This design comes from an exercise in tuning for small area and a short achievable clock period on the open sky130 flow, not from production work. RTL that was checked went through simulation tests only; none was proved equivalent to the original. Power and IR drop assume default switching activity.

==> run H: inputs <==
## dma_fifo
module dma_fifo #(
  parameter int DATA_WIDTH = 32,
  parameter int DEPTH      = 64
) (
  input  logic                    clk,
  input  logic                    rst,
  input  logic                    flush,
  input  logic                    fifo_wen,
  input  logic [DATA_WIDTH-1:0]   fifo_wdata,
  input  logic                    fifo_rden,
  output logic [DATA_WIDTH-1:0]   fifo_rdata,
  output logic                    fifo_is_empty,
  output logic                    fifo_is_full,
  output logic [$clog2(DEPTH):0]  fifo_count,
  output logic                    ovf,
  output logic                    udf
);
  localparam int NGRP = 21;
  logic [DEPTH-1:0][DATA_WIDTH-1:0] mem_q, mem_d;
  logic [3:0]            wp0_q, wp1_q, wp2_q;
  logic [DEPTH-1:0]      rsel_q;
  logic [6:0]            count_q;
  logic                  empty_q, full_q, ovf_q, udf_q;
  logic [1:0][DATA_WIDTH-1:0] rdh_q;
  logic                  wr_acc, rd_acc, clr, wr_mem;
  logic [DEPTH-1:0]      wen, wen_n, rsel;
  logic [NGRP:0][DATA_WIDTH-1:0] grp_n;    
  logic [10:0][DATA_WIDTH-1:0]   l2;
  logic [4:0][DATA_WIDTH-1:0]    l3_n;
  logic [1:0][DATA_WIDTH-1:0]    l4;
  assign clr    = rst | flush;
  assign wr_acc = fifo_wen  & ~full_q  & ~flush;
  assign rd_acc = fifo_rden & ~empty_q & ~flush;
  assign wr_mem = fifo_wen & ~full_q;
  assign rsel = rsel_q;
  for (genvar i = 0; i < DEPTH; i++) begin : g_sel
  ...
==> module dma_fifo_nand2, before the edit <==
module dma_fifo_nand2 (
  input  logic a, b,
  output logic y
);
  assign y = ~(a & b);
endmodule
==> module dma_fifo_nor2, before the edit <==
module dma_fifo_nor2 (
  input  logic a, b,
  output logic y
);
  assign y = ~(a | b);
endmodule
==> module dma_fifo, before the edit <==
module dma_fifo #(
  parameter int DATA_WIDTH = 32,
  parameter int DEPTH      = 64
) (
  input  logic                    clk,
  input  logic                    rst,
  input  logic                    flush,
  input  logic                    fifo_wen,
  input  logic [DATA_WIDTH-1:0]   fifo_wdata,
  input  logic                    fifo_rden,
  output logic [DATA_WIDTH-1:0]   fifo_rdata,
  output logic                    fifo_is_empty,
  output logic                    fifo_is_full,
  output logic [$clog2(DEPTH):0]  fifo_count,
  output logic                    ovf,
  output logic                    udf
);
  localparam int NGRP = 21;
  logic [DEPTH-1:0][DATA_WIDTH-1:0] mem_q, mem_d;
  logic [3:0]            wp0_q, wp1_q, wp2_q;
  logic [DEPTH-1:0]      rsel_q;
  logic [6:0]            count_q;
  logic                  empty_q, full_q, ovf_q, udf_q;
  logic [1:0][DATA_WIDTH-1:0] rdh_q;
  logic                  wr_acc, rd_acc, clr, wr_mem;
  logic [DEPTH-1:0]      wen, wen_n, rsel;
  logic [NGRP:0][DATA_WIDTH-1:0] grp_n;    
  logic [10:0][DATA_WIDTH-1:0]   l2;
  logic [4:0][DATA_WIDTH-1:0]    l3_n;
  logic [1:0][DATA_WIDTH-1:0]    l4;
  assign clr    = rst | flush;
  assign wr_acc = fifo_wen  & ~full_q  & ~flush;
  assign rd_acc = fifo_rden & ~empty_q & ~flush;
  assign wr_mem = fifo_wen & ~full_q;
  assign rsel = rsel_q;
  for (genvar i = 0; i < DEPTH; i++) begin : g_sel
    assign wen[i]   = wr_mem & wp0_q[i % 4] & wp1_q[(i / 4) % 4] & wp2_q[i / 16];
    assign wen_n[i] = ~wen[i];
  end
  for (genvar i = 0; i < DEPTH; i++) begin : g_row
    for (genvar j = 0; j < DATA_WIDTH; j++) begin : g_bit
      dma_fifo_hold u_hold (
        .en(wen[i]), .en_n(wen_n[i]), .d(fifo_wdata[j]), .q(mem_q[i][j]), .y(mem_d[i][j])
      );
    end
  end
  always_ff @(posedge clk) mem_q <= mem_d;
  for (genvar j = 0; j < DATA_WIDTH; j++) begin : g_rd
    for (genvar k = 0; k < NGRP; k++) begin : g_grp
      dma_fifo_aoi222 u_aoi (
        .a1(mem_q[3*k][j]),   .a2(rsel[3*k]),
        .b1(mem_q[3*k+1][j]), .b2(rsel[3*k+1]),
        .c1(mem_q[3*k+2][j]), .c2(rsel[3*k+2]),
        .y(grp_n[k][j])
      );
    end
    assign grp_n[NGRP][j] = ~(mem_q[DEPTH-1][j] & rsel[DEPTH-1]);
    for (genvar k = 0; k < 11; k++) begin : g_l2
      dma_fifo_nand2 u_l2 (.a(grp_n[2*k][j]), .b(grp_n[2*k+1][j]), .y(l2[k][j]));
    end
    for (genvar k = 0; k < 4; k++) begin : g_l3
      dma_fifo_nor2 u_l3 (.a(l2[2*k][j]), .b(l2[2*k+1][j]), .y(l3_n[k][j]));
    end
    dma_fifo_nor3 u_l3_last (.a(l2[8][j]), .b(l2[9][j]), .c(l2[10][j]), .y(l3_n[4][j]));
    dma_fifo_nand3 u_l4_0 (.a(l3_n[0][j]), .b(l3_n[1][j]), .c(l3_n[2][j]), .y(l4[0][j]));
    dma_fifo_nand2 u_l4_1 (.a(l3_n[3][j]), .b(l3_n[4][j]), .y(l4[1][j]));
  end
  always_ff @(posedge clk) begin
    if (clr) begin
      wp0_q   <= 4'b0001;
      wp1_q   <= 4'b0001;
      wp2_q   <= 4'b0001;
      rsel_q  <= {{(DEPTH-1){1'b0}}, 1'b1};
      count_q <= '0;
      empty_q <= 1'b1;
      full_q  <= 1'b0;
      ovf_q   <= 1'b0;
      udf_q   <= 1'b0;
    end else begin
      if (wr_acc) begin
        wp0_q <= {wp0_q[2:0], wp0_q[3]};
        if (wp0_q[3]) begin
          wp1_q <= {wp1_q[2:0], wp1_q[3]};
          if (wp1_q[3]) wp2_q <= {wp2_q[2:0], wp2_q[3]};
        end
      end
      if (rd_acc) rsel_q <= {rsel_q[DEPTH-2:0], rsel_q[DEPTH-1]};
      if (wr_acc & ~rd_acc) count_q <= count_q + 1'b1;
      else if (rd_acc & ~wr_acc) count_q <= count_q - 1'b1;
      empty_q <= ~wr_acc & (empty_q | (rd_acc & (count_q == 7'd1)));
      full_q  <= ~rd_acc & (full_q  | (wr_acc & (count_q == 7'd63)));
      ovf_q   <= ovf_q | (fifo_wen  & full_q);
      udf_q   <= udf_q | (fifo_rden & empty_q);
    end
  end
  always_ff @(posedge clk) begin
    if (rst)         rdh_q <= '0;
    else if (rd_acc) rdh_q <= l4;
  end
  assign fifo_rdata    = rdh_q[0] | rdh_q[1];
  assign fifo_is_empty = empty_q;
  assign fifo_is_full  = full_q;
  assign fifo_count    = count_q;
  assign ovf           = ovf_q;
  assign udf           = udf_q;
endmodule
==> flow/config.mk <==
export PLATFORM = sky130hd
export DESIGN_NAME = dma_fifo
export DESIGN_NICKNAME = dma_fifo
export VERILOG_FILES = /design/flow/design.v
export SDC_FILE = /design/flow/constraint.sdc
export NUM_CORES = 4
export LEC_CHECK = 0
export CAP_MARGIN = 20
export CORE_MARGIN = 2
export CORE_UTILIZATION = 50
export CTS_CLUSTER_DIAMETER = 100
export CTS_CLUSTER_SIZE = 25
export SETUP_SLACK_MARGIN = 1.5
export SLEW_MARGIN = 20
export SYNTH_HIERARCHICAL = 1
export SYNTH_MINIMUM_KEEP_SIZE = 0
==> flow/constraint.sdc <==
create_clock -name core_clock -period 4.0 [get_ports {clk}]
set_input_delay 0.8000 -clock core_clock [delete_from_list [all_inputs] [get_ports {clk}]]
set_output_delay 0.8000 -clock core_clock [all_outputs]
set_load 0.01 [all_outputs]
run.sh (not shown) runs the stock make flow with config.mk's settings and CLKGATE_MAP_FILE= SYNTH_SCRIPT=/design/flow/synth_recipe.tcl, a recipe that flattens the netlist after the stock synthesis.
==> inputs of run F, as changes to run H <==
--- a/flow/design.v
+++ b/flow/design.v
@@ -13,17 +13,11 @@
 );
   assign y = ~((a1 & a2) | (b1 & b2) | (c1 & c2));
 endmodule
-module dma_fifo_nand2 (
-  input  logic a, b,
+module dma_fifo_nand4 (
+  input  logic a, b, c, d,
   output logic y
 );
-  assign y = ~(a & b);
-endmodule
-module dma_fifo_nor2 (
-  input  logic a, b,
-  output logic y
-);
-  assign y = ~(a | b);
+  assign y = ~(a & b & c & d);
 endmodule
 module dma_fifo_nand3 (
   input  logic a, b, c,
@@ -57,24 +51,24 @@
   localparam int NGRP = 21;
   logic [DEPTH-1:0][DATA_WIDTH-1:0] mem_q, mem_d;
   logic [3:0]            wp0_q, wp1_q, wp2_q;
-  logic [DEPTH-1:0]      rsel_q;
+  logic [3:0]            rp0_q, rp1_q, rp2_q;
   logic [6:0]            count_q;
   logic                  empty_q, full_q, ovf_q, udf_q;
-  logic [1:0][DATA_WIDTH-1:0] rdh_q;
+  logic [DATA_WIDTH-1:0] rdata_q;
   logic                  wr_acc, rd_acc, clr, wr_mem;
   logic [DEPTH-1:0]      wen, wen_n, rsel;
   logic [NGRP:0][DATA_WIDTH-1:0] grp_n;    
-  logic [10:0][DATA_WIDTH-1:0]   l2;
-  logic [4:0][DATA_WIDTH-1:0]    l3_n;
-  logic [1:0][DATA_WIDTH-1:0]    l4;
+  logic [5:0][DATA_WIDTH-1:0]    part;     
+  logic [1:0][DATA_WIDTH-1:0]    half_n;   
+  logic [DATA_WIDTH-1:0] rd_word;
   assign clr    = rst | flush;
   assign wr_acc = fifo_wen  & ~full_q  & ~flush;
   assign rd_acc = fifo_rden & ~empty_q & ~flush;
   assign wr_mem = fifo_wen & ~full_q;
-  assign rsel = rsel_q;
   for (genvar i = 0; i < DEPTH; i++) begin : g_sel
     assign wen[i]   = wr_mem & wp0_q[i % 4] & wp1_q[(i / 4) % 4] & wp2_q[i / 16];
     assign wen_n[i] = ~wen[i];
+    assign rsel[i]  = rp0_q[i % 4] & rp1_q[(i / 4) % 4] & rp2_q[i / 16];
   end
   for (genvar i = 0; i < DEPTH; i++) begin : g_row
     for (genvar j = 0; j < DATA_WIDTH; j++) begin : g_bit
@@ -94,22 +88,34 @@
       );
     end
     assign grp_n[NGRP][j] = ~(mem_q[DEPTH-1][j] & rsel[DEPTH-1]);
-    for (genvar k = 0; k < 11; k++) begin : g_l2
-      dma_fifo_nand2 u_l2 (.a(grp_n[2*k][j]), .b(grp_n[2*k+1][j]), .y(l2[k][j]));
+    for (genvar k = 0; k < 4; k++) begin : g_n4
+      dma_fifo_nand4 u_n4 (
+        .a(grp_n[4*k][j]), .b(grp_n[4*k+1][j]), .c(grp_n[4*k+2][j]), .d(grp_n[4*k+3][j]),
+        .y(part[k][j])
+      );
     end
-    for (genvar k = 0; k < 4; k++) begin : g_l3
-      dma_fifo_nor2 u_l3 (.a(l2[2*k][j]), .b(l2[2*k+1][j]), .y(l3_n[k][j]));
+    for (genvar k = 0; k < 2; k++) begin : g_n3
+      dma_fifo_nand3 u_n3 (
+        .a(grp_n[16+3*k][j]), .b(grp_n[17+3*k][j]), .c(grp_n[18+3*k][j]),
+        .y(part[4+k][j])
+      );
     end
-    dma_fifo_nor3 u_l3_last (.a(l2[8][j]), .b(l2[9][j]), .c(l2[10][j]), .y(l3_n[4][j]));
-    dma_fifo_nand3 u_l4_0 (.a(l3_n[0][j]), .b(l3_n[1][j]), .c(l3_n[2][j]), .y(l4[0][j]));
-    dma_fifo_nand2 u_l4_1 (.a(l3_n[3][j]), .b(l3_n[4][j]), .y(l4[1][j]));
+    for (genvar k = 0; k < 2; k++) begin : g_o3
+      dma_fifo_nor3 u_o3 (
+        .a(part[3*k][j]), .b(part[3*k+1][j]), .c(part[3*k+2][j]),
+        .y(half_n[k][j])
+      );
+    end
+    assign rd_word[j] = ~(half_n[0][j] & half_n[1][j]);
   end
   always_ff @(posedge clk) begin
     if (clr) begin
       wp0_q   <= 4'b0001;
       wp1_q   <= 4'b0001;
       wp2_q   <= 4'b0001;
-      rsel_q  <= {{(DEPTH-1){1'b0}}, 1'b1};
+      rp0_q   <= 4'b0001;
+      rp1_q   <= 4'b0001;
+      rp2_q   <= 4'b0001;
       count_q <= '0;
       empty_q <= 1'b1;
       full_q  <= 1'b0;
@@ -123,7 +129,13 @@
           if (wp1_q[3]) wp2_q <= {wp2_q[2:0], wp2_q[3]};
         end
       end
-      if (rd_acc) rsel_q <= {rsel_q[DEPTH-2:0], rsel_q[DEPTH-1]};
+      if (rd_acc) begin
+        rp0_q <= {rp0_q[2:0], rp0_q[3]};
+        if (rp0_q[3]) begin
+          rp1_q <= {rp1_q[2:0], rp1_q[3]};
+          if (rp1_q[3]) rp2_q <= {rp2_q[2:0], rp2_q[3]};
+        end
+      end
       if (wr_acc & ~rd_acc) count_q <= count_q + 1'b1;
       else if (rd_acc & ~wr_acc) count_q <= count_q - 1'b1;
       empty_q <= ~wr_acc & (empty_q | (rd_acc & (count_q == 7'd1)));
@@ -133,10 +145,10 @@
     end
   end
   always_ff @(posedge clk) begin
-    if (rst)         rdh_q <= '0;
-    else if (rd_acc) rdh_q <= l4;
+    if (rst)         rdata_q <= '0;
+    else if (rd_acc) rdata_q <= rd_word;
   end
-  assign fifo_rdata    = rdh_q[0] | rdh_q[1];
+  assign fifo_rdata    = rdata_q;
   assign fifo_is_empty = empty_q;
   assign fifo_is_full  = full_q;
   assign fifo_count    = count_q;
--- a/flow/config.mk
+++ b/flow/config.mk
@@ -8,9 +8,6 @@
 export CAP_MARGIN = 20
 export CORE_MARGIN = 2
 export CORE_UTILIZATION = 50
-export CTS_CLUSTER_DIAMETER = 100
-export CTS_CLUSTER_SIZE = 25
-export SETUP_SLACK_MARGIN = 1.5
 export SLEW_MARGIN = 20
 export SYNTH_HIERARCHICAL = 1
 export SYNTH_MINIMUM_KEEP_SIZE = 0
==> results.txt <==
• simple-gate portion of the synthesized area: 4.35%
• register cell area after layout: 42300 µm²
• run status: no timing/DRC/antenna violations
• Logic inverters: 70
• multi-input gates: 3330
• overall routing resource usage: 36.6%
• power dissipated by switching net loads: 0.00931 W
• mean number of vias per cell: 7.31
• fraction of area in clock buffers and inverters: 8.55%
• number of cell rows: 138
• largest cells by area after synthesis: dfxtp_1, a22o_1, a222oi_1, nand4_1, nor3_2
• share of the final layout cell area in multi-input gates: 33.7%
• Compound-Gate Fraction of Synth Area: 35.2%
• antenna cells: 1
-- figures above: run F

==> results.txt <==
• register cell area after layout: 44100 µm²
• run status: no timing/DRC/antenna violations
• fraction of area in clock buffers and inverters: 3.09%
• overall routing resource usage: 34.2%
• share of the final layout cell area in multi-input gates: 36.6%
• power dissipated by switching net loads: 0.00789 W
• Logic inverters: 77
• simple-gate portion of the synthesized area: 5.77%
• multi-input gates: 3909
• mean number of vias per cell: 7.10
• largest cells by area after synthesis: dfxtp_1, a22o_1, a222oi_1, nand2_1, a21oi_1
-- figures above: run H

Function not checked in run F: the RTL went through the layout flow alone.

afterwards: timing with drivers on the ports:
The flow's constraints put no driver on any port. The routed layouts listed below were extracted and timed again, unchanged, in two steps. Step 1: set_driving_cell puts a clkbuf_16 on clk and a buf_2 on each other input, an assumption about the parent block. Step 2, shift: input delay + t, output delay - t, t = (earliest + latest rising clock arrival at the registers) / 2. This alone moves slack from input paths to output paths. a / b / c = ideal / step 1 / step 2; a / b = the first two.
| run | shift t [ns] | setup slack, ns | pins driven straight from the clock port |
|---|---|---|---|
| run H | 0.838 | 1.481 / 1.447 / 0.777 | 1 |
| run F | 0.899 | 0.497 / 0.497 / 0.497 | 1 |
After both steps setup and hold are still met in every run listed. The setup slack of run H, which loses most, moves by -0.034 ns with the drivers and by -0.704 ns with both steps.
